Context: an optimization exercise on an open-source flow, tuned for small area and a short achievable clock period. The choices shown serve that exercise and are no tape-out recipe. The RTL was checked by simulation tests, not by an equivalence proof against the original design.

// fu_mul_lat3_32b
module fu_mul_lat3_32b (
  input  logic        clk,
  input  logic        reset,
  input  logic        io_glock,
  input  logic [31:0] io_o1data,
  input  logic        io_o1load,
  input  logic [31:0] io_t1data,
  input  logic        io_t1load,
  input  logic [1:0]  io_t1opcode,
  output logic [31:0] io_r1data,
  output logic        io_r1valid
);
Settings: LEC_CHECK=0, CAP_MARGIN=20, CORE_MARGIN=2, CORE_UTILIZATION=55, CTS_CLUSTER_SIZE=20, SETUP_SLACK_MARGIN=4.6, SLEW_MARGIN=20, SYNTH_HIERARCHICAL=1, SYNTH_MINIMUM_KEEP_SIZE=0; clock period 8.5 ns.
standard.sh (not shown) runs the stock make flow with config.mk's settings and CLKGATE_MAP_FILE= SYNTH_SCRIPT=/design/flow/synth_recipe.tcl, a recipe that flattens the netlist after the stock synthesis.
==> flow/flow/run.sh <==
#!/bin/bash
# Layout flow: the standard layout (standard.sh, unchanged synthesis and
# steps), except that the port buffers inserted before global placement are
# sky130_fd_sc_hd__buf_2 cells instead of the delay cell buffer_ports picks by
# default. Every input and output port still gets its own buffer.
# The make output goes to standard.log in this folder; the tools' own logs are
# under orfs/logs/ as standard.sh writes them.
export BUFFER_PORTS_ARGS="-buffer_cell sky130_fd_sc_hd__buf_2"
bash standard.sh > standard.log 2>&1
status=$?
tail -n 30 standard.log
exit $status
Edit:
--- a/flow/design.v
+++ b/flow/design.v
@@ -1779,35 +1779,28 @@
         o1Ng_q  <= wNg;
         o1Top_q <= io_o1data[31:29];
       end
       s1Valid_q <= io_t1load;
       s2Valid_q <= s1Valid_q;
       r1Valid_q <= s2Valid_q;
       if (s2Valid_q) r1Data_q <= s2Hi_q ? prod[63:32] : prod[31:0];
     end
   end
-  logic [67:0] s1AHold;
-  fu_mul_hold #(.W(68)) u_s1AHold (.en(trigger), .d({a3, aExt}), .q({s1A3_q, s1A_q}), .y(s1AHold));
-  always_ff @(posedge clk) begin
-    s1A_q  <= s1AHold[32:0];
-    s1A3_q <= s1AHold[67:33];
-  end
   always_ff @(posedge clk) begin
     if (trigger) begin
+      s1A_q  <= aExt;
+      s1A3_q <= a3;
       s1SB_q <= (io_t1opcode == 2'd2);
       s1Hi_q <= (io_t1opcode != 2'd0);
     end
     if (!io_glock) begin
       s2Cs_q <= s2Cs_d;
       s2Hi_q <= s1Hi_q;
     end
   end
   assign io_r1data  = r1Data_q;
   assign io_r1valid = r1Valid_q;
 endmodule
-module fu_mul_hold #(parameter int W = 1) (input logic en, input logic [W-1:0] d, q, output logic [W-1:0] y);
-  assign y = en ? d : q;
-endmodule
 module fu_mul_fa (input logic a, b, c, output logic s, co);
   assign s  = a ^ b ^ c;
   assign co = (a & b) | (a & c) | (b & c);
 endmodule
Outcome:
- worst hold slack is about the same
- critical path depth goes down by 2
- count of clock-buffer cells in the layout came out lower by 11
- setup slack got worse by 0.095 ns
- routed wire length decreases by 0.31%
- die area came out lower by 1.8%
- non-clock buffer count went up by 11

* * *

Another version of the RTL of fu_mul_lat3_32b (not shown whole).
Size in the first run: ~300 flip-flops.
clock: 8.5 ns
lec_check: 0
abc_clock_period_in_ps: 4000
cap_margin: 20
core_margin: 2
core_utilization: 55
cts_cluster_size: 20
setup_slack_margin: 4.6
slew_margin: 20
synth_hierarchical: 1
synth_minimum_keep_size: 0
run.sh (not shown) runs the stock make flow with config.mk's settings and CLKGATE_MAP_FILE= SYNTH_SCRIPT=/design/flow/synth_recipe.tcl, a recipe that flattens the netlist after the stock synthesis.
Stock flow here: none of the scripts above is used.
The starting point finished with timing, DRC and antenna clean.
Change:
--- a/flow/design.v
+++ b/flow/design.v
@@ -1778,35 +1778,28 @@
         o1Ng_q  <= wNg;
         o1Top_q <= io_o1data[31:29];
       end
       s1Valid_q <= io_t1load;
       s2Valid_q <= s1Valid_q;
       r1Valid_q <= s2Valid_q;
       if (s2Valid_q) r1Data_q <= s2Hi_q ? prod[63:32] : prod[31:0];
     end
   end
-  logic [67:0] s1AHold;
-  fu_mul_hold #(.W(68)) u_s1AHold (.en(trigger), .d({a3, aExt}), .q({s1A3_q, s1A_q}), .y(s1AHold));
-  always_ff @(posedge clk) begin
-    s1A_q  <= s1AHold[32:0];
-    s1A3_q <= s1AHold[67:33];
-  end
   always_ff @(posedge clk) begin
     if (trigger) begin
+      s1A_q  <= aExt;
+      s1A3_q <= a3;
       s1SB_q <= (io_t1opcode == 2'd2);
       s1Hi_q <= (io_t1opcode != 2'd0);
     end
     if (!io_glock) begin
       s2Cs_q <= s2Cs_d;
       s2Hi_q <= s1Hi_q;
     end
   end
   assign io_r1data  = r1Data_q;
   assign io_r1valid = r1Valid_q;
 endmodule
-module fu_mul_hold #(parameter int W = 1) (input logic en, input logic [W-1:0] d, q, output logic [W-1:0] y);
-  assign y = en ? d : q;
-endmodule
 module fu_mul_fa (input logic a, b, c, output logic s, co);
   assign s  = a ^ b ^ c;
   assign co = (a & b) | (a & c) | (b & c);
 endmodule
Outcome: Sequential share of layout area came out higher by 2.0 points; core utilization climbs by 0.22 points; routed wire length decreases by 2.0%; synthesized cell count shrinks by 4.0%; first-iteration DRC count fell by about 8%; hold slack is better by 0.0052 ns.

==> afterwards: timing with drivers on the ports <==
In the flow no input, the clock included, has a driving cell. The finished layouts below were timed again as built, in two steps. Step 1, drivers: a clkbuf_16 drives clk and a buf_2 each remaining input, both assumed. Step 2 times the ports against the registers' clock, not the clock port: input delays grow and output delays shrink by t, the midpoint of the rising clock arrivals with the driver on. a / b / c = ideal / step 1 / step 2; a / b = the first two.
| run | shift t [ns] | setup WS [ns] | cell pins on the clock port's net |
|---|---|---|---|
| the first run of note 1 | 0.635 | 4.598 / 4.598 / 4.115 | 1 |
| the second run of note 1 | 0.637 | 4.502 / 4.502 / 4.124 | 1 |
| the first run of note 2 | 0.637 | 4.569 / 4.569 / 3.979 | 1 |
| the second run of note 2 | 0.629 | 4.589 / 4.589 / 4.096 | 1 |
After both steps every run listed still meets setup and hold. The setup slack of the first run of note 2, which loses most, moves by 0.000 ns with the drivers and by -0.590 ns with both steps.
